Context: an optimization exercise on an open-source flow, tuned for small area. The choices shown serve that exercise and are no tape-out recipe.
The RTL was checked by simulation tests, not by an equivalence proof against the original design.
No activity file was given, so power comes from the tool's default toggle rates.

==> flow/design.v <==
module array_feeder #(
    parameter int HEIGHT = 12,
    parameter int WIDTH  = 14,
    parameter int IWIDTH = 8,
    parameter int KW     = 8
) (
    input  logic                     clk,
    input  logic                     rst,
    input  logic                     start,
    input  logic [KW-1:0]            k_len,
    output logic                     busy,
    output logic                     done,
    input  logic                     in_valid,
    output logic                     in_ready,
    input  logic [HEIGHT*IWIDTH-1:0] in_ifm,
    input  logic [WIDTH*IWIDTH-1:0]  in_wght,
    output logic [HEIGHT-1:0]        en_i,
    output logic [HEIGHT-1:0]        clr_i,
    output logic [WIDTH-1:0]         en_w,
    output logic [WIDTH-1:0]         clr_w,
    output logic [WIDTH-1:0]         en_o,
    output logic [WIDTH-1:0]         clr_o,
    output logic [HEIGHT*IWIDTH-1:0] ifm,
    output logic [WIDTH*IWIDTH-1:0]  wght
);
    localparam int FLUSH_LEN = HEIGHT + WIDTH - 2;           
    localparam int DRAIN_LEN = HEIGHT + WIDTH - 1;           
    localparam int P_DONE    = FLUSH_LEN + DRAIN_LEN;        
    localparam int NL        = (HEIGHT > WIDTH) ? HEIGHT : WIDTH;
    localparam int QW        = $clog2(NL + 2);
    localparam logic [1:0] S_IDLE   = 2'd0;
    localparam logic [1:0] S_CLEAR  = 2'd1;
    localparam logic [1:0] S_STREAM = 2'd2;
    localparam logic [1:0] S_POST   = 2'd3;
    logic [1:0]    st_q;
    logic [KW-1:0] cnt_q;
    logic          zdone_q;
    logic [QW-1:0] cq_q;      
    logic [NL-1:0] en_q;      
    logic          acc;
    logic [KW-1:0] p_neg;
    assign acc      = (st_q == S_STREAM) && in_valid;
    assign in_ready = (st_q == S_STREAM);
    assign busy     = (st_q != S_IDLE);
    assign done     = ((st_q == S_POST) && (cnt_q == KW'(-P_DONE))) || zdone_q;
    always_ff @(posedge clk or posedge rst) begin
        if (rst) begin
            st_q    <= S_IDLE;
            cnt_q   <= '0;
            zdone_q <= 1'b0;
            cq_q    <= '0;
            en_q    <= '0;
        end else begin
            zdone_q <= (st_q == S_IDLE) && start && (k_len == '0);
            en_q    <= {en_q[NL-2:0], acc};
            if (st_q == S_CLEAR) cq_q <= QW'(1);
            else if (cq_q != '0) cq_q <= cq_q + QW'(1);
            case (st_q)
                S_IDLE: begin
                    if (start && (k_len != '0)) begin
                        st_q  <= S_CLEAR;
                        cnt_q <= k_len;
                    end
                end
                S_CLEAR: st_q <= S_STREAM;
                S_STREAM: begin
                    if (in_valid) begin
                        cnt_q <= cnt_q - KW'(1);
                        if (cnt_q == KW'(1)) st_q <= S_POST;
                    end
                end
                default: begin
                    cnt_q <= cnt_q - KW'(1);
                    if (cnt_q == KW'(-P_DONE)) st_q <= S_IDLE;
                end
            endcase
        end
    end
    assign p_neg = -cnt_q;
    for (genvar k = 0; k < NL; k++) begin : g_ctl
        logic eo;
        assign eo = (st_q == S_POST) && (p_neg >= KW'(FLUSH_LEN + k + 1))
                    && (p_neg <= KW'(FLUSH_LEN + HEIGHT + k));
        if (k < HEIGHT) begin : g_r
            assign en_i[k]  = en_q[k];
            assign clr_i[k] = (cq_q == QW'(k + 1));
        end
        if (k < WIDTH) begin : g_c
            assign en_w[k]  = en_q[k];
            assign clr_w[k] = (cq_q == QW'(k + 1));
            assign clr_o[k] = (cq_q == QW'(k + 1));
            assign en_o[k]  = eo;
        end
    end
    for (genvar h = 0; h < HEIGHT; h++) begin : g_row
        logic [IWIDTH*(h+1)-1:0] sr_q;
        if (h == 0) begin : g_first
            always_ff @(posedge clk) sr_q <= in_ifm[h*IWIDTH +: IWIDTH];
        end else begin : g_rest
            always_ff @(posedge clk) sr_q <= {sr_q[IWIDTH*h-1:0], in_ifm[h*IWIDTH +: IWIDTH]};
        end
        assign ifm[h*IWIDTH +: IWIDTH] = sr_q[IWIDTH*h +: IWIDTH] & {IWIDTH{en_q[h]}};
    end
    for (genvar w = 0; w < WIDTH; w++) begin : g_col
        logic [IWIDTH*(w+1)-1:0] sr_q;
        if (w == 0) begin : g_first
            always_ff @(posedge clk) sr_q <= in_wght[w*IWIDTH +: IWIDTH];
        end else begin : g_rest
            always_ff @(posedge clk) sr_q <= {sr_q[IWIDTH*w-1:0], in_wght[w*IWIDTH +: IWIDTH]};
        end
        assign wght[w*IWIDTH +: IWIDTH] = sr_q[IWIDTH*w +: IWIDTH] & {IWIDTH{en_q[w]}};
    end
endmodule
==> flow/flow/run.sh <==
#!/bin/bash
# Standard ORFS layout with two changes: ports are buffered with the smallest
# buffer, and clock-tree synthesis uses small clock buffers without dummy loads.
set -euo pipefail
export BUFFER_PORTS_ARGS="-buffer_cell sky130_fd_sc_hd__buf_1"
export CTS_ARGS="-sink_clustering_enable -repair_clock_nets -buf_list {sky130_fd_sc_hd__clkbuf_4 sky130_fd_sc_hd__clkbuf_8} -dont_use_dummy_load"
bash standard.sh synth > log_synth.txt 2>&1
bash standard.sh floorplan > log_floorplan.txt 2>&1
bash standard.sh place > log_place.txt 2>&1
bash standard.sh cts > log_cts.txt 2>&1
bash standard.sh route > log_route.txt 2>&1
bash standard.sh finish > log_finish.txt 2>&1
==> flow/standard.sh <==
#!/bin/bash
# synth_recipe.tcl (not shown) runs the flow's synth.tcl, then flattens the netlist and writes it again
# the make line also repeats each setting of config.mk as NAME=value (left out here)
make -C /OpenROAD-flow-scripts/flow DESIGN_CONFIG=/design/flow/config.mk WORK_HOME=/design/flow/orfs CLKGATE_MAP_FILE= SYNTH_SCRIPT=/design/flow/synth_recipe.tcl "${@:-finish}"
==> flow/config.mk <==
export PLATFORM = sky130hd
export DESIGN_NAME = array_feeder
export DESIGN_NICKNAME = array_feeder
export VERILOG_FILES = /design/flow/design.v
export SDC_FILE = /design/flow/constraint.sdc
export NUM_CORES = 4
export LEC_CHECK = 0
export CAP_MARGIN = 20
export CORE_MARGIN = 2
export CORE_UTILIZATION = 60
export SLEW_MARGIN = 20
==> flow/constraint.sdc <==
create_clock -name core_clock -period 4.0 [get_ports {clk}]
set_input_delay 0.8000 -clock core_clock [delete_from_list [all_inputs] [get_ports {clk}]]
set_output_delay 0.8000 -clock core_clock [all_outputs]
set_load 0.01 [all_outputs]
==> results of run 1 <==
layout make-up:
cell class | instances | area [µm²]
Fill cell | 3875 | 16400
Clock buffer | 202 | 2780
Tap cell | 748 | 936
Inverter | 13 | 48.8
Sequential cell | 1493 | 30000
Antenna cell | 5 | 12.5
Timing Repair Buffer | 522 | 2010
Multi-Input combinational cell | 407 | 2820
final timing paths:
path,slack (ns),depth (start not counted),endpoint,start
hold / removal,0.1,1,g_row[10].sr_q[0],in_ifm[80]
setup reg to reg,1.25,6,cnt_q[2],st_q[0]
min in group asynchronous,0.15,2,en_q[6],rst
max in group asynchronous,3.17,2,cnt_q[4],rst
hold reg to reg,0.29,0,g_row[11].sr_q[93],g_row[11].sr_q[85]
setup / recovery,0.16,9,en_o[3],cnt_q[0]
sequential cells by signal, summed over array words and instances, names as in the netlist:
signal,count
en_q,14
g_col.sr_q,840
cnt_q,8
g_row.sr_q,624
cq_q,4
zdone_q,1
st_q,2
stage by stage:
| step | setup WS [ns] | utilization, % | power [µW] |
|---|---|---|---|
| detailed placement | 0.550 | 64.9 | 19100 |
| global placement | 0.589 | 64.9 | 19000 |
| CTS | 0.00437 | 70.0 | 28000 |
| floorplan | 0.639 | - | 18200 |
| finish | 0.164 | 70.1 | 27700 |
| global route | 0.0101 | 70.1 | 29000 |
per-layer routing:
| metal | track usage, % | wire length [µm] | up-vias |
|---|---|---|---|
| met1 | 18.9 | 20200 | 6768 |
| met5 | 0 | 112 | - |
| met2 | 29.6 | 24900 | 481 |
| li1 | - | - | 7414 |
| met4 | 9.00 | 1520 | 18 |
| met3 | 7.55 | 4430 | 126 |
timing repair:
action / 4_1_cts / 5_1_grt
cloned: 0 / 1
setup endpoints to repair: 14 / 13
hold buffers: 2 / 0
pin swaps: 0 / 2
hold endpoints to repair: 2 / 0
resized for setup: 8 / 6
buffers inserted: 0 / 2
where the power goes:
part	switching (µW)	internal, µW
Sequential	525	15800
Clock	4400	4430
Combinational	1570	1000
Total	6500	21200
worst max-delay path, delay by kind of cell, from the launching register on:
family | cells | cell delay, ns
buffers and inverters | 4 | 0.78
AOI/OAI and AO/OA | 2 | 0.42
DFF | 1 | 0.37
and+or+nand+nor | 1 | 0.34
adders and majority gates | 1 | 0.29
xor gates and xnor gates | 1 | 0.08
cells in the final DEF, fill, tap and decap left out, drive strengths merged, types with 3 or more instances in the layout:
cell type / Yosys / layout
nor2b: 4 / 4
o31ai: 7 / 7
a2111oi: 3 / 3
a21oi: 10 / 10
o22ai: 4 / 4
nor2: 10 / 10
or4: 3 / 3
o21a: 3 / 4
dfrtp: 29 / 29
xnor2: 4 / 4
or2: 6 / 6
nand3: 5 / 5
mux2: 4 / 4
ha: 14 / 14
inv: 13 / 13
or3: 5 / 5
o21ai: 15 / 15
buf: 63 / 520
nand2: 13 / 13
clkbuf: 24 / 202
and3: 4 / 4
diode: 0 / 5
nor3b: 7 / 7
and2: 218 / 218
xor2: 3 / 3
nor3: 8 / 8
o211ai: 3 / 3
nand2b: 5 / 5
a211oi: 13 / 13
nor4: 7 / 7
dfxtp: 1464 / 1464
kinds of logic (layout without fill, tap and decap cells):
family	count (synthesis)	after routing	share of synthesized area, %
DFF	1493	1493	89.9
and+or+nand+nor	303	303	5.68
buffers and inverters	100	737	1.81
AOI/OAI and AO/OA	77	78	1.71
adders and majority gates	14	14	0.525
xor gates and xnor gates	7	7	0.184
muxes	5	5	0.165
other	0	5	0
==> results.txt, run 1 <==
Core area: 55,100 µm²
Max_slew headroom: 33.4%
CTS Root Cell: clkbuf_8
PwrDens: 717 nW/µm²
Fin nets: 2,873
Number of cell rows: 86
Vias in the first global route: 14.7k
CTS tree: done
First-pass GRT wire length: 75,600 µm
Arrival @ worst endpoint: 3.04 ns
Post-Place Cell Area: 35,800 µm²
Unique masters post-synth: 63
Area growth, synth to finish: 15.7%
Initial core utilization: 60.6%
Vias: 14.8k
GRT Util Overall: 17.6%
Leakage Power: 0.0160 µW
CTS clock-pin slew for the worst setup and hold paths: 0.05 ns
Cell count after synthesis: 1,999
Final hold viol count: 0
CP most frequent cell: buf_4
Yosys reg bits: 1,493
Top Ports: 511
DP HPWL: 34,600 µm
Hold slack: 0.0960 ns
Post-synthesis net count: 2,233
Post-synth ARST share: 1.94%
Most common cell in the synthesized netlist: dfxtp_1
Minimum clock period: 3.84 ns
Status: no timing/DRC/antenna violations
Maximum vdd drop: 0.000455 V
RSZ-0062 raised after global routing: false
Pin count of the biggest net entering global routing: 30
Bufs on Longest Clock Path: 3
Die Area: 57,600 µm²
Worst Hold Class: primary input to flip-flop
Register area share after synthesis: 89.9%
MaxCap Viol Count: 0
Commonest register cell after synthesis: dfxtp_1
Max-slew violation count: 0
DRC Markers: 0
Design area: 38,600 µm²
RePlAce Congestion: 0.829
H-tree depth: 4
CP Launch Type: flip-flop
Clock Skew: 0.0440 ns
Clock latency (worst-skew pair): 0.78 ns
Critical Setup Path Class: flip-flop to primary output
Worst-path maximum fanout: 15
Gr ovfl total: 0
TritonCTS Buffers: 202
Final setup TNS: 0 ns
CTS Sinks: 1,493
Mapped Area: 33,400 µm²
Worst path slowest cell: dfrtp_1
Vias/cell: 4.37
EDFF count, synth: 0
Post-synth top area share: 87.8%
IO Port Bufs: 510
Period utilization: 95.9%
Fmax: 0.261 GHz
DRT Pass-1 Iters: 4
Layout cells sized above 1: 9.22%
Post-synth top area cell: dfxtp_1
Setup Viol. Count Final: 0
Slew @ Worst Pin: 0.998 ns
Element type at the critical path end: primary output
Worst Path Required: 3.20 ns
Avg Cell Area, Syn: 16.7 µm²
Fin cells: 3,390
DP Cell Count: 3,178
CP max stage delay: 0.37 ns
Post-synth top cells: 1,464 x dfxtp_1, 218 x and2_1, 52 x buf_4
Drt initial violations: 517
Top cells by area, synth: dfxtp_1 88%, and2_1 4.1%, dfrtp_1 2.2%, buf_4 1.2%, ha_1 0.52%
Avg WL per Cell: 15.1 µm
Remaining antenna violation count: 0
Die W: 240 µm
Total Routed Length: 51,200 µm
Yosys warning count: 1
Initial antenna violation count: 14
Die Ht: 240 µm
Crit-path cells: inv_1 -> ha_4 -> buf_4 -> xnor2_1 -> o41ai_2 -> buf_4 -> or3b_1 -> a21oi_1 -> buf_1
==> run 2: changes to the inputs <==
==> flow/flow/run.sh (replaced) <==
#!/bin/bash
# Standard ORFS layout with two changes: ports are buffered with the smallest
# buffer, and clock-tree synthesis uses small clock buffers without dummy loads.
set -euo pipefail
export BUFFER_PORTS_ARGS="-buffer_cell sky130_fd_sc_hd__buf_1"
export CTS_ARGS="-sink_clustering_enable -repair_clock_nets -dont_use_dummy_load -buf_list {sky130_fd_sc_hd__clkbuf_4 sky130_fd_sc_hd__clkbuf_8} -sink_clustering_size 10 -sink_clustering_max_diameter 63"
for step in synth floorplan place cts route finish; do
  bash standard.sh $step > log_$step.txt 2>&1
done
--- a/flow/config.mk
+++ b/flow/config.mk
@@ -7,5 +7,6 @@
 export LEC_CHECK = 0
 export CAP_MARGIN = 20
 export CORE_MARGIN = 2
-export CORE_UTILIZATION = 60
+export CORE_UTILIZATION = 80
+export PLACE_DENSITY = 0.85
 export SLEW_MARGIN = 20
==> run 2 against run 1 <==
The run now fails in 4_1_cts. Area after synthesis stayed put. Synthesized cell count stayed put.
==> results.txt, run 2 <==
Mapped Area: 33,400 µm²
Post-synth ARST share: 1.94%
Yosys warning count: 1
TritonCTS Buffers: 167
Post-synthesis net count: 2,233
Avg Cell Area, Syn: 16.7 µm²
Register area share after synthesis: 89.9%
Post-Place Cell Area: 35,500 µm²
Top cells by area, synth: dfxtp_1 88%, and2_1 4.1%, dfrtp_1 2.2%, buf_4 1.2%, ha_1 0.52%
Post-synth top cells: 1,464 x dfxtp_1, 218 x and2_1, 52 x buf_4
Hold-fix buffers at CTS: 0
Most common cell in the synthesized netlist: dfxtp_1
Err: [ERROR DPL-0033] detailed placement checks failed during check placement.
Top Ports: 511
Cts repair resizes: 14
Cell count after synthesis: 1,999
CTS Sinks: 1,493
EDFF count, synth: 0
Stopped at: 4_1_cts
Post-synth top area share: 87.8%
Pre-CTS setup slack: 0.513 ns
DP HPWL: 51,700 µm
Post-CTS Setup Inserts: 0
Post-synth top area cell: dfxtp_1
Yosys reg bits: 1,493
IO Port Bufs: 510
Bufs on Longest Clock Path: 3
Commonest register cell after synthesis: dfxtp_1
RePlAce Congestion: 0.871
Die Ht: 208 µm
Die W: 208 µm
Initial core utilization: 81.4%
Status: stopped before the end
Number of cell rows: 74
Unique masters post-synth: 63
H-tree depth: 4
CTS Root Cell: clkbuf_8
## run 2: power groups by stage
| stage | Combinational, µW | Sequential (µW) | Clock [µW] |
|---|---|---|---|
| 2_1_floorplan | 1880 | 16300 | 0 |
| 3_3_place_gp | 2600 | 16500 | 0 |
| 3_5_place_dp | 2820 | 16700 | 0 |
## run 2: cell families after synthesis
logic type	share of synthesized area, %
multiplexers	0.165
buffers and inverters	1.81
flip-flops	89.9
AO/OA/AOI/OAI	1.71
adder cells (fa/ha/maj)	0.525
AND/OR/NAND/NOR	5.68
XOR/XNOR	0.184
## run 2: worst max-delay path by stage
stage,endpoint,slack (ns),cells past startpoint
floorplan,en_o[6],0.64,9
global placement,en_o[6],0.75,6
detailed placement,en_o[11],0.51,7
## run 2: through the flow
stage,cells,power (µW)
after detailed placement,2966,19600
after global placement,2966,19100
after floorplan,1999,18200
==> run 3: changes to the inputs <==
--- a/flow/config.mk
+++ b/flow/config.mk
@@ -7,6 +7,6 @@
 export LEC_CHECK = 0
 export CAP_MARGIN = 20
 export CORE_MARGIN = 2
-export CORE_UTILIZATION = 80
-export PLACE_DENSITY = 0.85
+export CORE_UTILIZATION = 70
+export PLACE_DENSITY = 0.75
 export SLEW_MARGIN = 20
==> run 3 against run 2 <==
Now clean on timing, DRC and antenna. Synthesized cell count is the same. Area after synthesis is the same.
==> results.txt, run 3 <==
Yosys warning count: 1
Slew @ Worst Pin: 1.08 ns
Top cells by area, synth: dfxtp_1 88%, and2_1 4.1%, dfrtp_1 2.2%, buf_4 1.2%, ha_1 0.52%
Die W: 222 µm
Buffers & Inverters on Critical Path: 1
Post-synth top cells: 1,464 x dfxtp_1, 218 x and2_1, 52 x buf_4
Number of cell rows: 80
Switching part of the total: 24.7%
Max_slew headroom: 28.2%
Design area: 38,000 µm²
Die Area: 49,500 µm²
Post-synth top area cell: dfxtp_1
Reg with most FFs: g_col.sr_q
Final setup TNS: 0 ns
Met1 WL: 23,600 µm
Largest regs: g_col.sr_q x840, g_row.sr_q x624, en_q x14
Maximum vdd drop: 0.000550 V
Hold-fix buffers at CTS: 0
Post-synth ARST share: 1.94%
Worst-path maximum fanout: 19
Commonest register cell after synthesis: dfxtp_1
Layout cells sized above 1: 8.00%
Top Family by Delay on Critical Path: simple AND/OR/NAND/NOR gates
Commonest non-fill, non-tap cells in the layout: 1,464 x dfxtp_1, 509 x buf_1, 218 x and2_1, 167 x clkbuf_8, 27 x dfrtp_1
PwrDens: 717 nW/µm²
Core area: 47,400 µm²
Vias/cell: 4.74
Mapped Area: 33,400 µm²
Start point of the critical path: cnt_q[2]
Crit path capture: en_o[5]
Bufs on Longest Clock Path: 3
Initial core utilization: 70.4%
Most common cell in the synthesized netlist: dfxtp_1
RSZ-0062 raised after global routing: false
Post-CTS Setup Inserts: 0
Worst path slowest cell: dfrtp_4
TritonCTS Buffers: 167
Status: no timing/DRC/antenna violations
DRT Pass-1 Iters: 5
Top Ports: 511
Largest register FFs: 840
Post-synthesis net count: 2,233
Worst R2R End: cnt_q[3]
Element type at the critical path end: primary output
Pin count of the biggest net entering global routing: 30
Register share of total power: 60.0%
GRT Util Overall: 26.0%
Total Routed Length: 64,400 µm
H-tree depth: 4
Post-synth top area share: 87.8%
CTS clock-pin slew for the worst setup and hold paths: 0.07 ns
Sw Pwr: 6730 µW
Minimum clock period: 3.88 ns
Unique masters post-synth: 63
Register area share after synthesis: 89.9%
IO Port Bufs: 510
Final hold viol count: 0
Fin nets: 2,837
EDFF count, synth: 0
Critical Setup Path Class: flip-flop to primary output
Setup Viol. Count Final: 0
Fmax: 0.258 GHz
WL met3: 4210 µm
Clock Skew: 0.0628 ns
R2r setup slk: 0.99 ns
Gr ovfl total: 0
CP Launch Type: flip-flop
Clock share of power: 30.1%
Die Ht: 222 µm
WP depth: 5
Period utilization: 97.0%
DRC Markers: 0
Comb pwr share: 9.9%
Avg WL per Cell: 20.0 µm
Max Used Layer: met5
Reg2Reg Launch Point: st_q[0]
Area growth, synth to finish: 13.7%
DP HPWL: 40,700 µm
Post-Place Cell Area: 35,600 µm²
Metal2 WL: 33,400 µm
First-pass GRT wire length: 93,300 µm
Initial antenna violation count: 12
CTS Sinks: 1,493
Yosys reg bits: 1,493
Worst Hold Class: primary input to flip-flop
Fin cells: 3,226
Vias: 15.3k
Max-slew violation count: 0
DP Cell Count: 3,049
Filler cell count: 2,253
Drt initial violations: 711
Clock latency (worst-skew pair): 0.76 ns
Leakage Power: 0.0157 µW
Remaining antenna violation count: 0
Cell count after synthesis: 1,999
CP max stage delay: 0.58 ns
MaxCap Viol Count: 0
CTS tree: done
Most common cell after layout, fill and taps aside: dfxtp_1
Arrival @ worst endpoint: 3.08 ns
Worst reg2reg path depth: 6
P_int: 20,500 µW
Worst Path Required: 3.20 ns
RePlAce Congestion: 0.823
CTS Root Cell: clkbuf_8
Fin util: 80.0%
Crit-path cells: or4_4 -> o21a_4 -> or3b_1 -> a221oi_2 -> buf_1
Avg Cell Area, Syn: 16.7 µm²
Vias in the first global route: 16.4k
==> run 3: repair_timing <==
action                     in CTS  in global routing
pin swaps                       0                  0
resized for setup               4                  6
setup endpoints to repair      13                  8
==> run 3: power by group through the flow <==
stage / clock network [µW] / registers [µW] / logic [µW]
2_1_floorplan: 0 / 16300 / 1880
3_3_place_gp: 0 / 16500 / 2620
3_5_place_dp: 0 / 16600 / 2640
4_1_cts: 8410 / 16300 / 2680
5_1_grt: 8900 / 16400 / 2910
6_report: 8180 / 16300 / 2700
==> run 3: worst min path at each step <==
stage	to	startpoint	slack, ns	cells after the start
finish	g_row[5].sr_q[2]	in_ifm[42]	0.11	1
global route	g_col[7].sr_q[1]	in_wght[57]	0.07	1
CTS	g_row[5].sr_q[2]	in_ifm[42]	0.02	1
detailed placement	g_col[10].sr_q[26]	g_col[10].sr_q[18]	0.31	0
global placement	g_row[8].sr_q[45]	g_row[8].sr_q[37]	0.31	0
floorplan	g_col[10].sr_q[10]	g_col[10].sr_q[2]	0.31	0
==> run 3: per-layer routing <==
metal,vias up,track usage [%]
met5,-,0
met4,6,16.3
met3,141,8.15
met2,533,45.8
met1,7247,26.9
li1,7355,-
==> run 3: logic make-up (layout without fill, tap and decap cells) <==
kind of cell,after synthesis,after routing,synth area share [%]
flops,1493,1493,89.9
simple gates,303,303,5.68
buf+inv,100,702,1.81
compound gates,77,77,1.71
fa+ha+maj,14,14,0.525
xor+xnor,7,7,0.184
mux,5,5,0.165
other cells,0,10,0
==> run 3: final cells by class <==
type	count	area (µm²)	share of cell area, %
Antenna cell	10	25.0	0.0659
Clock buffer	167	2300	6.05
Inverter	13	48.8	0.129
Multi-Input combinational cell	406	2780	7.32
Sequential cell	1493	30000	79.1
Tap cell	615	769	2.03
Timing Repair Buffer	522	2010	5.28
==> run 3: worst reg2reg max path: stages, from the launching register on <==
cell,delay (ns)
dfrtp_1,0.42
inv_1,0.10
ha_1,0.62
inv_1,0.36
nor4_4,0.65
or2_2,0.33
mux2_2,0.37
==> run 3: through the flow <==
stage / total power (µW) / hold slack, ns / worst slack [ns]
4_1_cts: 27400 / 0.0164 / 0.0124
6_report: 27200 / 0.107 / 0.120
5_1_grt: 28200 / 0.0660 / 0.00926
3_3_place_gp: 19200 / 0.310 / 0.680
2_1_floorplan: 18200 / 0.310 / 0.639
3_5_place_dp: 19300 / 0.312 / 0.660
==> run 4: changes to the inputs <==
==> flow/flow/run.sh (replaced) <==
#!/bin/bash
# Standard ORFS layout with two changes: ports are buffered with the smallest
# buffer, and clock-tree synthesis uses small clock buffers without dummy loads.
set -euo pipefail
export BUFFER_PORTS_ARGS="-buffer_cell sky130_fd_sc_hd__buf_1"
export CTS_ARGS="-sink_clustering_enable -repair_clock_nets -dont_use_dummy_load -buf_list {sky130_fd_sc_hd__clkbuf_8} -sink_clustering_size 20 -sink_clustering_max_diameter 50"
for step in synth floorplan place cts route finish; do
  bash standard.sh $step > log_$step.txt 2>&1
done
--- a/flow/config.mk
+++ b/flow/config.mk
@@ -7,6 +7,6 @@
 export LEC_CHECK = 0
 export CAP_MARGIN = 20
 export CORE_MARGIN = 2
-export CORE_UTILIZATION = 70
-export PLACE_DENSITY = 0.75
+export CORE_UTILIZATION = 60
+export PLACE_DENSITY = 0.6
 export SLEW_MARGIN = 20
==> run 4 against run 3 <==
Still clean on timing, DRC and antenna. Worst setup slack better by 0.090 ns. Sequential cell count unchanged. Maximum frequency up 2.4%. Final area is 2.4% lower. First-iteration DRC count decreased by 9.6%. Critical path depth increased by 1. Highest routed layer unchanged.
==> results.txt, run 4 <==
CTS clock-pin slew for the worst setup and hold paths: 0.11 ns
Largest register FFs: 840
Multi-input gate area: 2800 µm²
Reg with most FFs: g_col.sr_q
Clock latency (worst-skew pair): 0.69 ns
Slew @ Worst Pin: 1.02 ns
Worst Hold Class: primary input to flip-flop
GRT Util Overall: 16.8%
Yosys reg bits: 1,493
DRC Markers: 0
Most common cell after layout, fill and taps aside: dfxtp_1
Switching part of the total: 24.1%
Total Routed Length: 50,000 µm
Hold slack: 0.176 ns
Most common cell in the synthesized netlist: dfxtp_1
MaxCap Viol Count: 0
Initial antenna violation count: 15
Vias in the first global route: 13.7k
Top cells by area, synth: dfxtp_1 88%, and2_1 4.1%, dfrtp_1 2.2%, buf_4 1.2%, ha_1 0.52%
CP Launch Type: flip-flop
H-tree depth: 3
Critical Setup Path Class: flip-flop to primary output
Gr ovfl total: 0
DP Cell Count: 3,178
Minimum clock period: 3.79 ns
Max-slew violation count: 0
Avg Cell Area, Syn: 16.7 µm²
Number of cell rows: 86
Post-synthesis net count: 2,233
Register share of total power: 65.7%
Clock Skew: 0.0577 ns
Element type at the critical path end: primary output
Yosys warning count: 1
Clock share of power: 24.1%
Die Ht: 240 µm
Area growth, synth to finish: 11.0%
Die Area: 57,600 µm²
Leakage Power: 0.0152 µW
Pin count of the biggest net entering global routing: 30
Top Ports: 511
Vias: 14.3k
Avg WL per Cell: 15.3 µm
P_int: 18,800 µW
Initial core utilization: 60.6%
Filler cell count: 4,016
Arrival @ worst endpoint: 2.99 ns
Final hold viol count: 0
Largest regs: g_col.sr_q x840, g_row.sr_q x624, en_q x14
Die W: 240 µm
Period utilization: 94.7%
Mapped Area: 33,400 µm²
Hold-fix buffers at CTS: 0
PwrDens: 668 nW/µm²
Worst Path Required: 3.20 ns
Sw Pwr: 5960 µW
Post-synth top cells: 1,464 x dfxtp_1, 218 x and2_1, 52 x buf_4
TritonCTS Buffers: 92
Fin cells: 3,275
Post-synth top area share: 87.8%
Post-synth top area cell: dfxtp_1
Commonest non-fill, non-tap cells in the layout: 1,464 x dfxtp_1, 510 x buf_1, 218 x and2_1, 92 x clkbuf_8, 28 x dfrtp_1
Drt initial violations: 643
Fmax: 0.264 GHz
CTS Root Cell: clkbuf_8
DP HPWL: 34,600 µm
Cell count after synthesis: 1,999
RePlAce Congestion: 0.829
Reg area: 30,000 µm²
Layout cells sized above 1: 5.00%
DRT Pass-1 Iters: 4
First-pass GRT wire length: 72,800 µm
Register area share after synthesis: 89.9%
EDFF count, synth: 0
Post-CTS Setup Inserts: 0
CTS Sinks: 1,493
Setup Viol. Count Final: 0
Max_slew headroom: 31.9%
Maximum vdd drop: 0.000451 V
Vias/cell: 4.36
Remaining antenna violation count: 0
Commonest register cell after synthesis: dfxtp_1
Status: no timing/DRC/antenna violations
Bufs on Longest Clock Path: 3
Post-synth ARST share: 1.94%
Comb pwr share: 10.2%
IO Port Bufs: 510
CTS tree: done
Worst-path maximum fanout: 15
Fin nets: 2,758
Cts repair resizes: 5
Core area: 55,100 µm²
Fin util: 67.3%
Fin worst setup slack: 0.210 ns
Pre-CTS setup slack: 0.550 ns
Unique masters post-synth: 63
[run 4: cells by family (layout without fill, tap and decap cells)]
logic type,Yosys count,count (layout),synth area share (%)
flip-flops,1493,1493,89.9
AND/OR/NAND/NOR,303,303,5.68
buffers and inverters,100,623,1.81
AO/OA/AOI/OAI,77,77,1.71
adder cells (fa/ha/maj),14,14,0.525
XOR/XNOR,7,7,0.184
multiplexers,5,5,0.165
other,0,5,0
[run 4: critical path, cell delays in order, from the launching register on]
cell       delay [ns]
dfrtp_1          0.38
buf_4            0.19
or4_4            0.60
o21a_4           0.27
or2_1            0.36
a2111oi_2        0.34
buf_1            0.20
[run 4: worst paths after layout]
path	start	endpoint	slack (ns)	depth (start not counted)
hold reg to reg	g_col[9].sr_q[38]	g_col[9].sr_q[46]	0.28	0
setup reg to reg	st_q[0]	cnt_q[2]	1.22	6
min in group asynchronous	rst	en_q[8]	0.22	2
hold / removal	in_wght[51]	g_col[6].sr_q[3]	0.18	1
max in group asynchronous	rst	cnt_q[3]	3.11	2
setup / recovery	cnt_q[0]	en_o[6]	0.21	6
[run 4: layer usage]
| layer | GRT usage [%] | up-vias | wire length, µm |
|---|---|---|---|
| met5 | 0 | - | 126 |
| met4 | 6.68 | 20 | 1570 |
| met3 | 6.06 | 135 | 4210 |
| met2 | 28.7 | 428 | 24100 |
| met1 | 19.3 | 6510 | 20000 |
| li1 | - | 7193 | - |
[run 4: power by group through the flow]
stage	clock network [µW]	logic, µW	registers, µW
after floorplan	0	1880	16300
after global placement	0	2460	16600
after detailed placement	0	2480	16600
after CTS	6230	2520	16300
after global routing	6760	2770	16400
final	5960	2530	16300
[run 4: final cells by class]
class,instances,share of cell area [%]
repair buffers,518,5.33
multi-input cells,406,7.54
flip-flops and latches,1493,81.0
diodes,5,0.0338
clock buffers,92,3.42
inverters,13,0.132
well taps,748,2.52
[run 4: metrics by stage]
step	power [µW]	instance area (µm²)	setup TNS [ns]
3_5_place_dp	19100	35800	0
4_1_cts	25000	37000	0
5_1_grt	25900	37100	-0.00643
6_report	24800	37100	0
3_3_place_gp	19000	35800	0
2_1_floorplan	18200	33400	0
==> run 5: changes to the inputs <==
==> flow/run.sh (new file) <==
#!/bin/bash
# synth_recipe.tcl (not shown) runs the flow's synth.tcl, then flattens the netlist and writes it again
# the make line also repeats each setting of config.mk as NAME=value (left out here)
make -C /OpenROAD-flow-scripts/flow DESIGN_CONFIG=/design/flow/config.mk WORK_HOME=/design/flow/orfs CLKGATE_MAP_FILE= SYNTH_SCRIPT=/design/flow/synth_recipe.tcl finish
--- a/flow/config.mk
+++ b/flow/config.mk
@@ -7,6 +7,5 @@
 export LEC_CHECK = 0
 export CAP_MARGIN = 20
 export CORE_MARGIN = 2
-export CORE_UTILIZATION = 60
-export PLACE_DENSITY = 0.6
+export CORE_UTILIZATION = 40
 export SLEW_MARGIN = 20
removed: flow/flow/run.sh
removed: flow/standard.sh
==> run 5 against run 4 <==
Still clean. Combinational power rose by 37%. Hold slack better by 0.12 ns. Clock skew fell by 0.016 ns. Highest routed layer unchanged.
==> results.txt, run 5 <==
Remaining antenna violation count: 0
CTS clock-pin slew for the worst setup and hold paths: 0.06 ns
Buffers & Inverters on Critical Path: 2
Most common cell after layout, fill and taps aside: dfxtp_1
Hold EP: g_row[9].sr_q[75]
Worst Hold Path Cells: 0
Period utilization: 98.5%
Post-synth top area cell: dfxtp_1
Vias/cell: 3.96
Clock Skew: 0.0415 ns
Layout cells sized above 1: 9.97%
Yosys warning count: 1
Max_slew headroom: 35.9%
Vias: 14.9k
Setup Viol. Count Final: 0
Start point of the critical path: cnt_q[1]
Post-synthesis net count: 2,233
CP Launch Type: flip-flop
Reg2Reg Launch Point: st_q[0]
Slew @ Worst Pin: 0.962 ns
Initial core utilization: 40.5%
EDFF count, synth: 0
GRT Util Overall: 12.8%
Arrival @ worst endpoint: 3.14 ns
Commonest register cell after synthesis: dfxtp_1
CTS Root Cell: clkbuf_16
DP Cell Count: 3,506
Fin cells: 3,764
RSZ-0062 raised after global routing: true
Cell count after synthesis: 1,999
Crit-path cells: buf_4 -> or4_4 -> o21a_4 -> or3_4 -> a211oi_1 -> dlygate4sd2_1
Top cells by area, synth: dfxtp_1 88%, and2_1 4.1%, dfrtp_1 2.2%, buf_4 1.2%, ha_1 0.52%
Minimum clock period: 3.94 ns
Yosys reg bits: 1,493
Worst-path maximum fanout: 15
Top Ports: 511
H-tree depth: 4
Die W: 293 µm
Final setup TNS: 0 ns
DRC Markers: 0
TritonCTS Buffers: 140
Gr ovfl total: 0
Post-Place Cell Area: 39,400 µm²
Post-synth ARST share: 1.94%
Worst path slowest cell: or4_4
Die Area: 85,800 µm²
Pin count of the biggest net entering global routing: 30
Post-synth top area share: 87.8%
IO Port Bufs: 510
Critical Setup Path Class: flip-flop to primary output
Most common cell in the synthesized netlist: dfxtp_1
Core area: 82,400 µm²
Register area share after synthesis: 89.9%
Filler cell count: 6,623
R2r setup slk: 1.59 ns
Number of cell rows: 105
Fmax: 0.254 GHz
Total Routed Length: 55,500 µm
CTS Sinks: 1,493
Status: no timing/DRC/antenna violations
Leakage Power: 0.0182 µW
RePlAce Congestion: 0.844
Initial antenna violation count: 15
Unique masters post-synth: 63
DRT Pass-1 Iters: 4
DP HPWL: 37,600 µm
Vias in the first global route: 15.2k
Commonest non-fill, non-tap cells in the layout: 1,464 x dfxtp_1, 496 x clkdlybuf4s50_1, 218 x and2_1, 142 x clkbuf_16, 32 x clkbuf_1
Mapped Area: 33,400 µm²
Worst reg2reg path depth: 7
Design area: 44,200 µm²
Reg with most FFs: g_col.sr_q
CP max stage delay: 0.58 ns
Maximum vdd drop: 0.000397 V
Largest regs: g_col.sr_q x840, g_row.sr_q x624, en_q x14
PwrDens: 737 nW/µm²
Final hold viol count: 0
Max-slew violation count: 0
Largest register FFs: 840
Element type at the critical path end: primary output
Avg Cell Area, Syn: 16.7 µm²
MaxCap Viol Count: 0
Post-synth top cells: 1,464 x dfxtp_1, 218 x and2_1, 52 x buf_4
Drt initial violations: 382
Top Family by Delay on Critical Path: simple AND/OR/NAND/NOR gates
Worst Path Required: 3.20 ns
Die Ht: 293 µm
Area growth, synth to finish: 32.3%
Bufs on Longest Clock Path: 3
Worst R2R End: cnt_q[4]
First-pass GRT wire length: 84,000 µm
Avg WL per Cell: 14.7 µm
Hold Path Origin: g_row[9].sr_q[67]
Fin nets: 2,815
Clock latency (worst-skew pair): 0.69 ns
CTS tree: done
Worst Hold Class: flip-flop to flip-flop
## run 5: cell counts after synthesis
No cell type changed its count.
## run 5: through the flow
stage / utilization (%) / worst slack, ns / total power, µW / hold slack, ns
6_report: 53.6 / 0.0608 / 32600 / 0.294
5_1_grt: 53.6 / -0.0429 / 34000 / 0.295
4_1_cts: 53.6 / -0.0106 / 33000 / 0.294
3_5_place_dp: 47.8 / 0.0637 / 19900 / 0.312
3_3_place_gp: 47.8 / 0.157 / 19800 / 0.310
2_1_floorplan: - / 0.639 / 18200 / 0.310
## run 5: area by class of cell
class	instances	area, µm²	area share (%)
Timing Repair Buffer	527	5210	11.8
Antenna cell	5	12.5	0.0283
Clock buffer	204	4090	9.25
Clock inverter	46	602	1.36
Tap cell	1070	1340	3.03
Multi-Input combinational cell	406	2850	6.45
Inverter	13	48.8	0.110
Sequential cell	1493	30000	68.0
## run 5: per-layer routing
metal	part of all wire, %	track usage (%)
met1	39	13.5
met2	48	21.6
met3	10	6.26
met4	3.1	5.77
met5	0.23	0
## run 5: cell families (layout without fill, tap and decap cells)
| group | after synthesis | after routing | share of synthesized area (%) |
|---|---|---|---|
| and+or+nand+nor | 303 | 303 | 5.68 |
| adders and majority gates | 14 | 14 | 0.525 |
| AOI/OAI and AO/OA | 77 | 77 | 1.71 |
| DFF | 1493 | 1493 | 89.9 |
| other | 0 | 5 | 0 |
| xor gates and xnor gates | 7 | 7 | 0.184 |
| muxes | 5 | 5 | 0.165 |
| buffers and inverters | 100 | 790 | 1.81 |
## run 5: timing repair
item / 4_1_cts / 5_1_grt
pin swaps: 2 / 3
buffers inserted: 0 / 3
resized for setup: 31 / 6
endpoints found under the setup margin: 14 / 9
hold buffers: 0 / 0
## run 5: where the power goes
group | switching [µW] | internal (µW) | total, µW
Clock | 5360 | 7520 | 12900
Combinational | 1730 | 1730 | 3460
Sequential | 460 | 15800 | 16200
## run 5: how the worst max path moves through the flow
stage | endpoint | slack [ns] | cells past startpoint
6_report | en_o[7] | 0.06 | 6
3_5_place_dp | en_o[6] | 0.06 | 7
3_3_place_gp | en_o[6] | 0.16 | 8
5_1_grt | en_o[7] | -0.04 | 6
4_1_cts | en_o[8] | -0.01 | 6
2_1_floorplan | en_o[6] | 0.64 | 9
==> run 6: changes to the inputs <==
--- a/flow/design.v
+++ b/flow/design.v
@@ -37,6 +37,7 @@
     logic          zdone_q;
     logic [QW-1:0] cq_q;      
     logic [NL-1:0] en_q;      
+    logic [WIDTH-1:0] eo_q;
     logic          acc;
     logic [KW-1:0] p_neg;
     assign acc      = (st_q == S_STREAM) && in_valid;
@@ -50,9 +51,11 @@
             zdone_q <= 1'b0;
             cq_q    <= '0;
             en_q    <= '0;
+            eo_q    <= '0;
         end else begin
             zdone_q <= (st_q == S_IDLE) && start && (k_len == '0);
             en_q    <= {en_q[NL-2:0], acc};
+            eo_q    <= {eo_q[WIDTH-2:0], (st_q == S_POST) && (p_neg >= KW'(FLUSH_LEN)) && (p_neg < KW'(FLUSH_LEN+HEIGHT))};
             if (st_q == S_CLEAR) cq_q <= QW'(1);
             else if (cq_q != '0) cq_q <= cq_q + QW'(1);
             case (st_q)
@@ -78,9 +81,6 @@
     end
     assign p_neg = -cnt_q;
     for (genvar k = 0; k < NL; k++) begin : g_ctl
-        logic eo;
-        assign eo = (st_q == S_POST) && (p_neg >= KW'(FLUSH_LEN + k + 1))
-                    && (p_neg <= KW'(FLUSH_LEN + HEIGHT + k));
         if (k < HEIGHT) begin : g_r
             assign en_i[k]  = en_q[k];
             assign clr_i[k] = (cq_q == QW'(k + 1));
@@ -89,7 +89,7 @@
             assign en_w[k]  = en_q[k];
             assign clr_w[k] = (cq_q == QW'(k + 1));
             assign clr_o[k] = (cq_q == QW'(k + 1));
-            assign en_o[k]  = eo;
+            assign en_o[k]  = eo_q[k];
         end
     end
     for (genvar h = 0; h < HEIGHT; h++) begin : g_row
==> flow/flow/run.sh (new file) <==
#!/bin/bash
# Standard ORFS layout with two changes: ports are buffered with the smallest
# buffer, and clock-tree synthesis uses small clock buffers without dummy loads.
set -euo pipefail
export BUFFER_PORTS_ARGS="-buffer_cell sky130_fd_sc_hd__buf_1"
export CTS_ARGS="-sink_clustering_enable -repair_clock_nets -dont_use_dummy_load -buf_list {sky130_fd_sc_hd__clkbuf_8} -sink_clustering_size 18 -sink_clustering_max_diameter 40"
for step in synth floorplan place cts route finish; do
  bash standard.sh $step > log_$step.txt 2>&1
done
==> flow/standard.sh (new file) <==
#!/bin/bash
# synth_recipe.tcl (not shown) runs the flow's synth.tcl, then flattens the netlist and writes it again
# the make line also repeats each setting of config.mk as NAME=value (left out here)
make -C /OpenROAD-flow-scripts/flow DESIGN_CONFIG=/design/flow/config.mk WORK_HOME=/design/flow/orfs CLKGATE_MAP_FILE= SYNTH_SCRIPT=/design/flow/synth_recipe.tcl "${@:-finish}"
--- a/flow/config.mk
+++ b/flow/config.mk
@@ -7,5 +7,6 @@
 export LEC_CHECK = 0
 export CAP_MARGIN = 20
 export CORE_MARGIN = 2
-export CORE_UTILIZATION = 40
+export CORE_UTILIZATION = 70
+export PLACE_DENSITY = 0.75
 export SLEW_MARGIN = 20
removed: flow/run.sh
==> run 6 against run 5 <==
Sequential share of layout area increased by 14 points. Wire length decreased by 0.41%. Still clean on timing, DRC and antenna. Clock-buffer cell count decreased by 86. Final area decreased by 17%. Highest routed layer unchanged. Final cell count decreased by 18%. Largest cell class unchanged. Utilization increased by 26 points.
==> results.txt, run 6 <==
Status: no timing/DRC/antenna violations
Post-synthesis net count: 2,132
Initial core utilization: 70.8%
Vias: 14.2k
Post-CTS Setup Inserts: 0
Pin count of the biggest net entering global routing: 44
Area growth, synth to finish: 12.1%
Top Ports: 511
Remaining antenna violation count: 0
Max_slew headroom: 41.2%
Final hold viol count: 0
R2r setup slk: 1.62 ns
Hold Path Origin: in_ifm[74]
CTS Root Cell: clkbuf_8
Commonest register cell after synthesis: dfxtp_1
Gr ovfl total: 0
DP Cell Count: 2,961
Die W: 221 µm
Pre-CTS setup slack: 1.36 ns
Most common cell after layout, fill and taps aside: dfxtp_1
RSZ-0062 raised after global routing: false
Total Routed Length: 55,200 µm
Avg Cell Area, Syn: 17.3 µm²
Layout cells sized above 1: 5.18%
MaxCap Viol Count: 0
Critical Setup Path Class: flip-flop to primary output
Core area: 46,500 µm²
Register area share after synthesis: 92.3%
CTS clock-pin slew for the worst setup and hold paths: 0.11 ns
Number of cell rows: 79
Bufs on Longest Clock Path: 3
Reg2Reg Launch Point: st_q[1]
Clock Skew: 0.0839 ns
PwrDens: 675 nW/µm²
Hold EP: g_row[9].sr_q[2]
DRC Markers: 0
Post-synth top cells: 1,464 x dfxtp_1, 219 x and2_1, 43 x dfrtp_1
Commonest non-fill, non-tap cells in the layout: 1,464 x dfxtp_1, 510 x buf_1, 219 x and2_1, 118 x clkbuf_8, 43 x dfrtp_1
Vias in the first global route: 14.8k
Post-synth ARST share: 2.85%
Worst-path maximum fanout: 6
Worst Hold Class: primary input to flip-flop
Initial antenna violation count: 11
Vias/cell: 4.59
Minimum clock period: 3.02 ns
Fin worst setup slack: 0.983 ns
IO Port Bufs: 510
CTS Sinks: 1,507
Worst Path Required: 3.20 ns
Setup Viol. Count Final: 0
Mux contribution to synthesized area: 0.0646%
Max-slew violation count: 0
Adder-cell share of the synthesized area: 0.456%
XOR/XNOR Fraction of Synth Area: 0.133%
Mapped Area: 32,900 µm²
Worst Hold Path Cells: 1
Maximum vdd drop: 0.000551 V
EDFF count, synth: 0
Cts repair resizes: 0
TritonCTS Buffers: 118
Synth Area in Compound Gates: 0.745%
Drt initial violations: 737
Unique masters post-synth: 43
Fin util: 79.4%
Most common cell in the synthesized netlist: dfxtp_1
Final setup TNS: 0 ns
Post-Synth Simple-Gate Area: 5.02%
CTS tree: done
GRT Util Overall: 22.4%
Leakage Power: 0.0154 µW
Top cells by area, synth: dfxtp_1 89%, and2_1 4.2%, dfrtp_1 3.3%, buf_4 0.87%, ha_1 0.46%
Fin nets: 2,706
Element type at the critical path end: primary output
Reg with most FFs: g_col.sr_q
Largest regs: g_col.sr_q x840, g_row.sr_q x624
Hold-fix buffers at CTS: 0
Worst reg2reg path depth: 6
First-pass GRT wire length: 81,900 µm
Post-synth top area cell: dfxtp_1
Worst R2R End: cnt_q[3]
Die Ht: 221 µm
DP HPWL: 36,500 µm
Period utilization: 75.4%
Largest family of logic cells by synthesized area: simple AND/OR/NAND/NOR gates
CP Launch Type: flip-flop
Avg WL per Cell: 17.9 µm
Fmax: 0.331 GHz
Yosys warning count: 1
DRT Pass-1 Iters: 4
Cell count after synthesis: 1,900
Die Area: 48,800 µm²
Slew @ Worst Pin: 0.881 ns
Clock latency (worst-skew pair): 0.69 ns
Yosys reg bits: 1,507
Post-synth top area share: 89.0%
Fin cells: 3,089
Arrival @ worst endpoint: 2.22 ns
RePlAce Congestion: 0.912
H-tree depth: 3
Largest register FFs: 840
run 6: cell types whose count changed after synthesis, moves of 6 or more:
cell      delta
o21ai_0      -6
dfrtp_1     +14
buf_2        -8
a211oi_1    -11
buf_4       -14
run 6: stage by stage:
stage               power, µW  area [µm²]  hold WS, ns
global route            25900       36900        0.104
CTS                     25100       36900       0.0963
global placement        18400       35200        0.310
detailed placement      18500       35200        0.312
finish                  24900       36900        0.164
floorplan               17700       32900        0.310
run 6: worst max-delay path, stage by stage (launching register included):
cell	delay, ns
dfrtp_1	0.45
or2_2	0.35
o41ai_1	0.57
buf_1	0.22
run 6: worst max-delay path by stage:
stage,startpoint,endpoint,slack (ns),depth (start not counted)
2_1_floorplan,cnt_q[4],done,1.95,2
3_3_place_gp,k_len[2],st_q[1],1.35,5
3_5_place_dp,k_len[2],st_q[1],1.36,5
4_1_cts,cnt_q[3],done,0.94,3
5_1_grt,cnt_q[3],done,0.89,3
6_report,cnt_q[5],done,0.98,3
run 6: kinds of logic after synthesis:
| family | after synthesis |
|---|---|
| mux | 2 |
| compound gates | 34 |
| fa+ha+maj | 12 |
| flops | 1507 |
| xor+xnor | 5 |
| simple gates | 269 |
| buf+inv | 71 |
run 6: cell type report:
type | count | area (µm²)
Sequential cell | 1507 | 30400
Fill cell | 2427 | 9570
Multi-Input combinational cell | 322 | 2110
Timing Repair Buffer | 512 | 1930
Clock buffer | 118 | 1620
Tap cell | 607 | 759
Inverter | 13 | 50.0
Antenna cell | 10 | 25.0
run 6: per-layer routing:
layer | part of all wire [%] | track usage [%] | up-vias
li1 | - | - | 6913
met1 | 36 | 23.1 | 6652
met2 | 53 | 40.8 | 450
met3 | 6.0 | 6.27 | 150
met4 | 5.1 | 12.5 | 4
met5 | 0.043 | 0 | -
run 6: power breakdown:
group          switching [µW]  internal, µW
clock network            4120          2620
registers                 519         15900
logic                    1060           666
total                    5700         19200
==> run 7: changes to the inputs <==
==> flow/flow/run.sh (replaced) <==
#!/bin/bash
# Standard ORFS layout with two changes: ports are buffered with the smallest
# buffer, and clock-tree synthesis uses small clock buffers without dummy loads.
set -euo pipefail
export BUFFER_PORTS_ARGS="-buffer_cell sky130_fd_sc_hd__buf_1"
export CTS_ARGS="-sink_clustering_enable -repair_clock_nets -dont_use_dummy_load -buf_list {sky130_fd_sc_hd__clkbuf_8} -sink_clustering_size 20 -sink_clustering_max_diameter 70"
for step in synth floorplan place cts route finish; do
  bash standard.sh $step > log_$step.txt 2>&1
done
--- a/flow/config.mk
+++ b/flow/config.mk
@@ -7,6 +7,6 @@
 export LEC_CHECK = 0
 export CAP_MARGIN = 20
 export CORE_MARGIN = 2
-export CORE_UTILIZATION = 70
-export PLACE_DENSITY = 0.75
+export CORE_UTILIZATION = 65
+export PLACE_DENSITY = 0.7
 export SLEW_MARGIN = 20
==> run 7 against run 6 <==
Still clean. Non-clock buffer count fell by 1. Clock power is 14% lower. First-iteration DRC count decreased by 21%. Largest power group unchanged.
==> results.txt, run 7 <==
Status: no timing/DRC/antenna violations
Period utilization: 79.3%
Remaining antenna violation count: 0
Total Routed Length: 48,300 µm
Core area: 50,100 µm²
Mapped Area: 32,900 µm²
Adder-cell share of the synthesized area: 0.456%
Number of cell rows: 82
Switching part of the total: 22.6%
CP Launch Type: flip-flop
Worst-path maximum fanout: 26
Post-Synth Simple-Gate Area: 5.02%
Post-synth ARST share: 2.85%
Top Ports: 511
Layout cells sized above 1: 3.86%
Synth Area in Compound Gates: 0.745%
Hold-fix buffers at CTS: 0
Post-CTS Setup Inserts: 0
Clock Skew: 0.0306 ns
Yosys reg bits: 1,507
Avg WL per Cell: 15.5 µm
CTS Root Cell: clkbuf_8
Gr ovfl total: 0
Vias: 13.7k
Fin nets: 2,672
Maximum vdd drop: 0.000449 V
DP HPWL: 33,500 µm
Commonest register cell after synthesis: dfxtp_1
TritonCTS Buffers: 85
CP most frequent cell: inv_1
Pin count of the biggest net entering global routing: 44
Unique masters post-synth: 43
Leakage Power: 0.0151 µW
H-tree depth: 3
Die Area: 52,500 µm²
Post-synth top area cell: dfxtp_1
Most common cell after layout, fill and taps aside: dfxtp_1
Fmax: 0.315 GHz
Top cells by area, synth: dfxtp_1 89%, and2_1 4.2%, dfrtp_1 3.3%, buf_4 0.87%, ha_1 0.46%
Element type at the critical path end: primary output
CTS clock-pin slew for the worst setup and hold paths: 0.11 ns
Die W: 229 µm
Reg with most FFs: g_col.sr_q
Avg Cell Area, Syn: 17.3 µm²
RSZ-0062 raised after global routing: false
Initial core utilization: 65.7%
CTS tree: done
MaxCap Viol Count: 0
Most common cell in the synthesized netlist: dfxtp_1
Area growth, synth to finish: 10.9%
Mux contribution to synthesized area: 0.0646%
Vias/cell: 4.40
Setup Viol. Count Final: 0
Slew @ Worst Pin: 0.973 ns
Cell count after synthesis: 1,900
Register share of total power: 68.7%
P_int: 18,500 µW
Final setup TNS: 0 ns
Clock share of power: 24.3%
Yosys warning count: 1
Worst Hold Class: primary input to flip-flop
IO Port Bufs: 510
Sw Pwr: 5390 µW
Critical Setup Path Class: flip-flop to primary output
Arrival @ worst endpoint: 2.37 ns
First-pass GRT wire length: 71,800 µm
Commonest non-fill, non-tap cells in the layout: 1,464 x dfxtp_1, 510 x buf_1, 219 x and2_1, 85 x clkbuf_8, 43 x dfrtp_1
EDFF count, synth: 0
Largest family of logic cells by synthesized area: simple AND/OR/NAND/NOR gates
Vias in the first global route: 13.3k
Post-synth top cells: 1,464 x dfxtp_1, 219 x and2_1, 43 x dfrtp_1
Register area share after synthesis: 92.3%
CTS Sinks: 1,507
Largest register FFs: 840
Max_slew headroom: 35.1%
Largest regs: g_col.sr_q x840, g_row.sr_q x624
Die Ht: 229 µm
PwrDens: 654 nW/µm²
Filler cell count: 3,230
Tot Pwr: 23,900 µW
RePlAce Congestion: 0.920
XOR/XNOR Fraction of Synth Area: 0.133%
Comb pwr share: 7.0%
Clock latency (worst-skew pair): 0.69 ns
Worst path slowest cell: ha_1
Drt initial violations: 581
Final hold viol count: 0
Post-synthesis net count: 2,132
Crit-path cells: inv_1 -> ha_1 -> inv_1 -> buf_1
Initial antenna violation count: 18
Post-synth top area share: 89.0%
CP max stage delay: 0.72 ns
DRC Markers: 0
Max-slew violation count: 0
Bufs on Longest Clock Path: 3
DRT Pass-1 Iters: 4
Minimum clock period: 3.17 ns
Worst Path Required: 3.20 ns
GRT Util Overall: 18.3%
Cts repair resizes: 0
run 7: cell counts after synthesis:
Identical to the previous run, type by type.
run 7: area by class of cell:
cell class | count | area [µm²] | area share, %
diodes | 9 | 22.5 | 0.0617
clock buffers | 85 | 1170 | 3.21
inverters | 13 | 50.0 | 0.137
multi-input cells | 322 | 2110 | 5.79
flip-flops and latches | 1507 | 30400 | 83.2
well taps | 672 | 841 | 2.30
repair buffers | 511 | 1920 | 5.26
run 7: worst paths after layout:
kind | depth (start not counted) | endpoint | slack [ns] | start
hold / removal | 1 | g_row[6].sr_q[6] | 0.19 | in_ifm[54]
hold reg to reg | 0 | g_col[10].sr_q[31] | 0.30 | g_col[10].sr_q[23]
max in group asynchronous | 2 | en_q[11] | 3.23 | rst
setup reg to reg | 5 | st_q[1] | 1.22 | st_q[0]
min in group asynchronous | 2 | en_q[7] | 0.25 | rst
setup / recovery | 4 | busy | 0.83 | st_q[0]
run 7: power groups by stage:
stage / Combinational [µW] / Clock (µW) / Sequential (µW)
2_1_floorplan: 1190 / 0 / 16500
3_3_place_gp: 1630 / 0 / 16700
3_5_place_dp: 1670 / 0 / 16800
4_1_cts: 1680 / 6040 / 16400
5_1_grt: 1810 / 6580 / 16500
6_report: 1670 / 5800 / 16400
run 7: logic make-up after synthesis:
group / after synthesis
flip-flops: 1507
AND/OR/NAND/NOR: 269
buffers and inverters: 71
AO/OA/AOI/OAI: 34
adder cells (fa/ha/maj): 12
XOR/XNOR: 5
multiplexers: 2
run 7: per-stage QoR:
stage          hold WS [ns]  instance area (µm²)  worst slack [ns]  cells  util [%]
2_1_floorplan         0.310                32900              1.95   1900         -
6_report              0.187                36500             0.828   3119      72.9
4_1_cts              0.0995                36500             0.768   3110      72.9
5_1_grt               0.106                36500             0.593   3115      72.9
3_5_place_dp          0.312                35300              1.30   3025      70.5
3_3_place_gp          0.310                35300              1.32   3024      70.5
run 7: critical path: cells and delay by family (launching register included):
kind       cells  cell delay (ns)
flops          1             0.42
fa+ha+maj      1             0.72
buf+inv        3             0.56
run 7: routing by layer:
metal  wire length, µm  vias up  track usage (%)
met5               102        -                0
met4              2010       16             8.71
met3              3380      144             5.57
met2             23800      423             31.3
met1             19000     6306             21.0
li1                  -     6842                -
==> run 8: changes to the inputs <==
==> flow/flow/run.sh (replaced) <==
#!/bin/bash
# Standard ORFS layout with two changes: ports are buffered with the smallest
# buffer, and clock-tree synthesis uses small clock buffers without dummy loads.
set -euo pipefail
export BUFFER_PORTS_ARGS="-buffer_cell sky130_fd_sc_hd__buf_1"
export CTS_ARGS="-sink_clustering_enable -repair_clock_nets -dont_use_dummy_load -buf_list {sky130_fd_sc_hd__clkbuf_8} -sink_clustering_size 22 -sink_clustering_max_diameter 70"
for step in synth floorplan place cts route finish; do
  bash standard.sh $step > log_$step.txt 2>&1
done
==> run 8 against run 7 <==
Clock skew up 0.015 ns. Register-to-register slack hardly changed. Area after synthesis unchanged. Sequential power hardly changed. Synthesized cell count did not move. Hold slack improved by 0.029 ns. Sequential cell count did not move. Still clean on timing, DRC and antenna. Maximum frequency grew 2.1%. Largest cell class unchanged. Utilization fell by 0.19 points.
==> results.txt, run 8 <==
Post-CTS Setup Inserts: 0
Arrival @ worst endpoint: 2.31 ns
Max-slew violation count: 0
Most common cell after layout, fill and taps aside: dfxtp_1
Hold slack: 0.216 ns
Start point of the critical path: st_q[0]
Remaining antenna violation count: 0
IO Port Bufs: 510
Worst-path maximum fanout: 26
Avg Cell Area, Syn: 17.3 µm²
CTS clock-pin slew for the worst setup and hold paths: 0.12 ns
Vias: 13.6k
DP Cell Count: 3,025
Top Ports: 511
Post-synth ARST share: 2.85%
Leakage Power: 0.0151 µW
CTS Sinks: 1,507
Critical Setup Path Class: flip-flop to primary output
Maximum vdd drop: 0.000623 V
Hold Path Origin: in_wght[83]
Crit-path cells: inv_1 -> ha_1 -> inv_1 -> buf_1
Bufs on Longest Clock Path: 3
Top cells by area, synth: dfxtp_1 89%, and2_1 4.2%, dfrtp_1 3.3%, buf_4 0.87%, ha_1 0.46%
Vias in the first global route: 13.2k
CTS tree: done
Reg2Reg Launch Point: st_q[0]
Pin count of the biggest net entering global routing: 44
Period utilization: 77.7%
Avg WL per Cell: 15.3 µm
Cts repair resizes: 0
Core area: 50,100 µm²
CP Launch Type: flip-flop
Initial antenna violation count: 18
TritonCTS Buffers: 78
Clock share of power: 23.6%
Register area share after synthesis: 92.3%
DRC Markers: 0
Clock latency (worst-skew pair): 0.66 ns
CTS Root Cell: clkbuf_8
Register share of total power: 69.3%
Sw Pwr: 5330 µW
Yosys warning count: 1
Layout cells sized above 1: 3.58%
Die Ht: 229 µm
Element type at the critical path end: primary output
DP HPWL: 33,500 µm
Slew @ Worst Pin: 1.00 ns
DRT Pass-1 Iters: 4
Worst Path Required: 3.20 ns
Final hold viol count: 0
Final setup TNS: 0 ns
Mapped Area: 32,900 µm²
Post-synthesis net count: 2,132
Fin nets: 2,665
H-tree depth: 3
Yosys reg bits: 1,507
Initial core utilization: 65.7%
PwrDens: 650 nW/µm²
Setup Viol. Count Final: 0
Vias/cell: 4.38
Status: no timing/DRC/antenna violations
CP most frequent cell: inv_1
Number of cell rows: 82
Worst Hold Class: primary input to flip-flop
Reg with most FFs: g_col.sr_q
Switching part of the total: 22.5%
Cell count after synthesis: 1,900
Largest register FFs: 840
Post-synth top area cell: dfxtp_1
Fmax: 0.322 GHz
Most common cell in the synthesized netlist: dfxtp_1
RePlAce Congestion: 0.920
Fin cells: 3,112
CP max stage delay: 0.73 ns
RSZ-0062 raised after global routing: false
EDFF count, synth: 0
Die W: 229 µm
Drt initial violations: 556
Die Area: 52,500 µm²
Post-synth top area share: 89.0%
First-pass GRT wire length: 70,900 µm
MaxCap Viol Count: 0
Hold-fix buffers at CTS: 0
Post-synth top cells: 1,464 x dfxtp_1, 219 x and2_1, 43 x dfrtp_1
Max_slew headroom: 33.1%
GRT Util Overall: 18.0%
Gr ovfl total: 0
Clock Skew: 0.0459 ns
Commonest register cell after synthesis: dfxtp_1
Unique masters post-synth: 43
Filler cell count: 3,242
Area growth, synth to finish: 10.6%
Worst path slowest cell: ha_1
Commonest non-fill, non-tap cells in the layout: 1,464 x dfxtp_1, 510 x buf_1, 219 x and2_1, 78 x clkbuf_8, 43 x dfrtp_1
Comb pwr share: 7.0%
P_int: 18,300 µW
Total Routed Length: 47,700 µm
Buffers & Inverters on Critical Path: 3
Top Family by Delay on Critical Path: adder cells
Minimum clock period: 3.11 ns
Largest regs: g_col.sr_q x840, g_row.sr_q x624
-- run 8: power groups by stage --
stage | Combinational [µW] | Sequential [µW] | Clock (µW)
CTS | 1670 | 16400 | 5830
global route | 1810 | 16500 | 6360
floorplan | 1190 | 16500 | 0
detailed placement | 1670 | 16800 | 0
global placement | 1630 | 16700 | 0
finish | 1670 | 16400 | 5590
-- run 8: stage by stage --
step           utilization, %  instance area (µm²)  power (µW)  worst slack [ns]
2_1_floorplan               -                32900       17700              1.95
3_3_place_gp             70.5                35300       18400              1.32
3_5_place_dp             70.5                35300       18500              1.30
4_1_cts                  72.7                36400       24000             0.840
5_1_grt                  72.7                36400       24700             0.668
6_report                 72.7                36400       23700             0.893
-- run 8: per-layer routing --
metal  vias up  GRT usage [%]  share of wire [%]
met1      6290           21.0                 40
met3       120           5.07                7.1
li1       6822              -                  -
met4        14           8.81                3.8
met5         -              0               0.19
met2       394           30.6                 49
-- run 8: final timing paths --
| kind | endpoint | slack, ns | cells after the start |
|---|---|---|---|
| max | busy | 0.89 | 4 |
| min in group asynchronous | en_q[12] | 0.27 | 2 |
| max in group asynchronous | st_q[1] | 3.18 | 2 |
| min reg2reg | g_row[9].sr_q[65] | 0.29 | 0 |
| max reg2reg | st_q[1] | 1.23 | 5 |
| min | g_col[10].sr_q[3] | 0.22 | 1 |
-- run 8: logic make-up (layout without fill, tap and decap cells) --
logic type	Yosys count	in the layout	share of synthesized area [%]
AND/OR/NAND/NOR	269	269	5.02
multiplexers	2	2	0.0646
adder cells (fa/ha/maj)	12	12	0.456
buffers and inverters	71	602	1.27
other	0	9	0
AO/OA/AOI/OAI	34	34	0.745
flip-flops	1507	1507	92.3
XOR/XNOR	5	5	0.133
-- run 8: layout make-up --
type                       instances  area, µm²  area share, %
clock buffer                      78       1070           2.95
sequential                      1507      30400           83.5
timing repair buffer             511       1920           5.27
inverter                          13       50.0          0.137
antenna                            9       22.5         0.0619
multi-input combinational        322       2110           5.80
tap                              672        841           2.31
==> run 9: changes to the inputs <==
==> flow/flow/run.sh (replaced) <==
#!/bin/bash
# Standard ORFS layout with two changes: ports are buffered with the smallest
# buffer, and clock-tree synthesis uses small clock buffers without dummy loads.
set -euo pipefail
export BUFFER_PORTS_ARGS="-buffer_cell sky130_fd_sc_hd__buf_1"
export CTS_ARGS="-sink_clustering_enable -repair_clock_nets -dont_use_dummy_load -buf_list {sky130_fd_sc_hd__clkbuf_8} -sink_clustering_size 20 -sink_clustering_max_diameter 50"
for step in synth floorplan place cts route finish; do
  bash standard.sh $step > log_$step.txt 2>&1
done
==> run 9 against run 8 <==
Sequential cell count is the same. Critical path depth stayed put. Total power is 1.5% higher. First-iteration DRC count is 7.0% lower. Sequential share of layout area decreased by 0.39 points. Area after synthesis is the same. Via count grew 0.75%. Maximum frequency shrank 1.6%. Combinational power is essentially flat. Still clean. Highest routed layer unchanged. Clock power rose by 6.4%.
==> results.txt, run 9 <==
IO Port Bufs: 510
Setup Viol. Count Final: 0
Period utilization: 79.0%
Yosys warning count: 1
CTS Sinks: 1,507
Vias/cell: 4.40
First-pass GRT wire length: 72,500 µm
Post-synth top cells: 1,464 x dfxtp_1, 219 x and2_1, 43 x dfrtp_1
Post-synth ARST share: 2.85%
CP max stage delay: 0.73 ns
CP Launch Type: flip-flop
Slew @ Worst Pin: 0.983 ns
H-tree depth: 3
GRT Util Overall: 18.4%
MaxCap Viol Count: 0
XOR/XNOR Fraction of Synth Area: 0.133%
Layout cells sized above 1: 4.09%
Hold-fix buffers at CTS: 0
CTS clock-pin slew for the worst setup and hold paths: 0.11 ns
Drt initial violations: 517
Gr ovfl total: 0
Synth Area in Compound Gates: 0.745%
Yosys reg bits: 1,507
Adder-cell share of the synthesized area: 0.456%
Filler cell count: 3,219
Leakage Power: 0.0152 µW
Pin count of the biggest net entering global routing: 44
Vias: 13.7k
Bufs on Longest Clock Path: 3
Top Family by Delay on Critical Path: adder cells
Worst Hold Class: primary input to flip-flop
CP most frequent cell: inv_1
Vias in the first global route: 13.4k
Clock latency (worst-skew pair): 0.69 ns
PwrDens: 657 nW/µm²
Unique masters post-synth: 43
Total Routed Length: 48,700 µm
Initial antenna violation count: 16
Arrival @ worst endpoint: 2.36 ns
Register area share after synthesis: 92.3%
Cts repair resizes: 0
Element type at the critical path end: primary output
Most common cell in the synthesized netlist: dfxtp_1
Number of cell rows: 82
DRC Markers: 0
DP HPWL: 33,500 µm
Worst-path maximum fanout: 26
Top cells by area, synth: dfxtp_1 89%, and2_1 4.2%, dfrtp_1 3.3%, buf_4 0.87%, ha_1 0.46%
Maximum vdd drop: 0.000564 V
CTS Root Cell: clkbuf_8
Fmax: 0.317 GHz
Worst path slowest cell: ha_1
Critical Setup Path Class: flip-flop to primary output
Buffers & Inverters on Critical Path: 3
Status: no timing/DRC/antenna violations
Worst reg2reg path depth: 5
WP depth: 4
Cell count after synthesis: 1,900
Mux contribution to synthesized area: 0.0646%
Die W: 229 µm
Fin nets: 2,678
DRT Pass-1 Iters: 4
Mapped Area: 32,900 µm²
Post-synth top area cell: dfxtp_1
Post-Synth Simple-Gate Area: 5.02%
EDFF count, synth: 0
Largest register FFs: 840
Core area: 50,100 µm²
Max-slew violation count: 0
Commonest non-fill, non-tap cells in the layout: 1,464 x dfxtp_1, 510 x buf_1, 219 x and2_1, 91 x clkbuf_8, 43 x dfrtp_1
Largest family of logic cells by synthesized area: simple AND/OR/NAND/NOR gates
Most common cell after layout, fill and taps aside: dfxtp_1
Worst Hold Path Cells: 1
Commonest register cell after synthesis: dfxtp_1
RePlAce Congestion: 0.920
Multi-input gate area: 2110 µm²
TritonCTS Buffers: 91
Reg area: 30,400 µm²
Hold slack: 0.187 ns
Post-CTS Setup Inserts: 0
Die Area: 52,500 µm²
Final hold viol count: 0
Post-synth top area share: 89.0%
Post-synthesis net count: 2,132
Worst Path Required: 3.20 ns
Crit-path cells: inv_1 -> ha_1 -> inv_1 -> buf_1
Avg WL per Cell: 15.6 µm
Remaining antenna violation count: 0
CTS tree: done
Top Ports: 511
Initial core utilization: 65.7%
Post-Place Cell Area: 35,300 µm²
Die Ht: 229 µm
Avg Cell Area, Syn: 17.3 µm²
Max_slew headroom: 34.5%
Area growth, synth to finish: 11.1%
RSZ-0062 raised after global routing: false
Largest regs: g_col.sr_q x840, g_row.sr_q x624
Final setup TNS: 0 ns
Minimum clock period: 3.16 ns
Clock Skew: 0.0479 ns
Reg with most FFs: g_col.sr_q
Design area: 36,600 µm²
-- run 9: final cells by class --
class	count	share of cell area [%]
Sequential cell	1507	83.1
Inverter	13	0.137
Tap cell	672	2.30
Clock buffer	91	3.42
Timing Repair Buffer	511	5.25
Multi-Input combinational cell	322	5.77
Antenna cell	6	0.0411
-- run 9: path summary, 6_finish.rpt --
path	start	end	slack, ns
worst max register to register	st_q[0]	st_q[1]	1.21
min in group asynchronous	rst	en_q[2]	0.25
worst max-delay path	st_q[0]	busy	0.84
worst min-delay path	in_ifm[92]	g_row[11].sr_q[4]	0.19
max in group asynchronous	rst	cq_q[3]	3.20
worst min register to register	g_row[2].sr_q[14]	g_row[2].sr_q[22]	0.28
-- run 9: kinds of logic (layout without fill, tap and decap cells) --
kind of cell,count (synthesis),after routing
xor gates and xnor gates,5,5
other,0,6
AOI/OAI and AO/OA,34,34
DFF,1507,1507
and+or+nand+nor,269,269
muxes,2,2
buffers and inverters,71,615
adders and majority gates,12,12
-- run 9: worst register-to-register path: stages, from the launching register on --
cell and delay [ns]:
dfrtp_1 0.41, inv_1 0.12, ha_1 0.73, nand4b_1 0.73
nand4_1 0.34, mux2_2 0.36
-- run 9: stage by stage --
step | power [µW] | std cells | utilization [%] | setup slack (ns)
after floorplan | 17700 | 1900 | - | 1.95
after global placement | 18400 | 3024 | 70.5 | 1.32
after detailed placement | 18500 | 3025 | 70.5 | 1.30
after CTS | 24300 | 3116 | 73.0 | 0.790
after global routing | 25100 | 3120 | 73.0 | 0.623
final | 24000 | 3122 | 73.0 | 0.841
-- run 9: layer usage --
layer | up-vias | GRT usage (%) | part of all wire [%]
met5 | - | 0 | 0.20
met4 | 16 | 8.38 | 4.0
met3 | 136 | 5.70 | 6.9
met2 | 411 | 31.7 | 49
met1 | 6326 | 21.1 | 40
li1 | 6853 | - | -
-- run 9: power by group --
group | total (µW) | internal (µW) | switching (µW)
combinational | 1660 | 659 | 1000
clock | 5950 | 2060 | 3900
sequential | 16400 | 15900 | 514

Re-timed with assumed drivers on the ports (clkbuf_16 on the clock, buf_2 on other inputs), run 9 has 0.786 ns of setup slack against 0.841 ns with ideal ports, and 1.209 ns once port delays also move by the mid clock arrival of 0.715 ns.
